Source: an optimization exercise on an open RTL-to-GDS flow (aim: a short achievable clock period and few clock cycles). Production flows keep margins and buffers that such runs may drop. In this exercise RTL edits were held to simulation tests only and were not proved equivalent to the original. Power and IR drop assume default switching activity.

== sierra ==
## l2_top
module l2_top (
  input  logic        clk,
  input  logic        rst,
  input  logic [1:0]  req_valid,
  input  logic [1:0]  req_write,
  input  logic [23:0] req_addr,
  input  logic [63:0] req_wdata,
  output logic [1:0]  resp_valid,
  output logic [31:0] resp_rdata,
  output logic        resp_port,
  output logic        mem_read,
  output logic        mem_write,
  output logic [11:0] mem_addr,
  output logic [31:0] mem_wdata,
  input  logic        mem_resp,
  input  logic [31:0] mem_rdata
);
For scale: about 1800 flip-flops, ~210 I/O pins.
==> flow/config.mk <==
export PLATFORM = sky130hd
export DESIGN_NAME = l2_top
export DESIGN_NICKNAME = l2_top
export VERILOG_FILES = /design/flow/design.v
export SDC_FILE = /design/flow/constraint.sdc
export NUM_CORES = 4
export LEC_CHECK = 0
export ABC_CLOCK_PERIOD_IN_PS = 3000
export CAP_MARGIN = 20
export CORE_MARGIN = 2
export CORE_UTILIZATION = 30
export PLACE_DENSITY = 0.42
export SETUP_SLACK_MARGIN = 2.0
export SLEW_MARGIN = 20
export TNS_END_PERCENT = 10
==> flow/constraint.sdc <==
create_clock -name core_clock -period 5.0 [get_ports {clk}]
set_input_delay 1.0000 -clock core_clock [delete_from_list [all_inputs] [get_ports {clk}]]
set_output_delay 1.0000 -clock core_clock [all_outputs]
set_load 0.01 [all_outputs]
standard.sh (not shown) runs the stock make flow with config.mk's settings and CLKGATE_MAP_FILE= SYNTH_SCRIPT=/design/flow/synth_recipe.tcl, a recipe that flattens the netlist after the stock synthesis.
==> flow/flow/run.sh <==
#!/bin/bash
# The standard layout, with stronger buffers on the ports.
set -euo pipefail
bash standard.sh "BUFFER_PORTS_ARGS=-buffer_cell sky130_fd_sc_hd__buf_8" finish > flow_make.log 2>&1
Testbench counts of sierra, summed over its fixed seeds: cycles 50,600.
For xenon, these inputs were changed with respect to sierra:
Settings: TNS_END_PERCENT now 5, was 10; PLACE_DENSITY now 0.35, was 0.42; CORE_UTILIZATION now 25, was 30.
Diff sierra -> xenon | non-clock buffer total of the final layout | down by a few percent. Per the comparison of xenon with sierra, part of the total power dissipated in combinational logic saw a decrease; number of antenna violations at the first check in global routing now sits higher; clock-cell share of area up 0.40 points; worst endpoint required time rose by 70 ps; count of clock buffers in the final design fell about 7%. Summary — CTS buffer count, xenon relative to sierra: higher, by 1. Worst hold margin ended up 38 ps lower on xenon than on sierra. Between xenon and sierra, it is xenon whose sequential share of power is lower, by 0.5 points. Flop-to-flop setup slack: xenon worse than sierra.


== before ==
Starting RTL as in the previous note.
==> flow/config.mk <==
export PLATFORM = sky130hd
export DESIGN_NAME = l2_top
export DESIGN_NICKNAME = l2_top
export VERILOG_FILES = /design/flow/design.v
export SDC_FILE = /design/flow/constraint.sdc
export NUM_CORES = 4
export LEC_CHECK = 0
export ABC_CLOCK_PERIOD_IN_PS = 3000
export CAP_MARGIN = 20
export CORE_MARGIN = 2
export CORE_UTILIZATION = 25
export PLACE_DENSITY = 0.35
export SETUP_SLACK_MARGIN = 2.0
export SLEW_MARGIN = 20
export TNS_END_PERCENT = 10
==> flow/constraint.sdc <==
create_clock -name core_clock -period 5.0 [get_ports {clk}]
set_input_delay 1.0000 -clock core_clock [delete_from_list [all_inputs] [get_ports {clk}]]
set_output_delay 1.0000 -clock core_clock [all_outputs]
set_load 0.01 [all_outputs]
Scripts as last shown in full above: flow/flow/run.sh
Testbench counts of before, summed over its fixed seeds: cycles 50,600.
diff inputs: before => after
- a change of CORE_UTILIZATION from 25 to 34
- a change of PLACE_DENSITY from 0.35 to 0.46
### Flow results
On after: highest attainable clock frequency is about 3.4% higher than what before gave. Power attributed to the clock group essentially unchanged between after and before. Level count of the clock H-tree came out exactly the same in before and after. Power delta (after -> before): insignificant. Of before and after, before shows the higher total wirelength of the detailed-routed design, with after below it. Cmp before and after / relative slew slack / higher: after. Summary — total global-route track usage, after relative to before: higher, by 9.8 points.

[separate check: timing with driven ports]
The results above use ideal ports. As a check the final layouts listed here were re-extracted and re-timed, cells and wires unchanged.
Step 1 assumes that a clkbuf_16 drives the clock port and a buf_2 every other input.
Step 2, shift: input delay + t, output delay - t, t = (earliest + latest rising clock arrival at the registers) / 2. This alone moves slack from input paths to output paths.
a / b / c = ideal ports / drivers / drivers and shift; a / b = the first two.
run | t (ns) | setup WS [ns] | worst hold slack (ns)
sierra | 1.077 | 1.499 / 1.566 / 0.489 | 0.149 / 0.079 / 0.432
xenon | 1.101 | 1.272 / 1.272 / 0.464 | 0.111 / 0.065 / 0.403
before | 1.116 | 1.412 / 1.412 / 0.429 | 0.138 / 0.068 / 0.436
after | 1.055 | 1.529 / 1.529 / 0.702 | 0.209 / 0.145 / 0.439
After both steps every run listed still meets setup and hold. For sierra, which loses most, drivers alone change the setup slack by +0.067 ns; drivers and shift together by -1.010 ns.
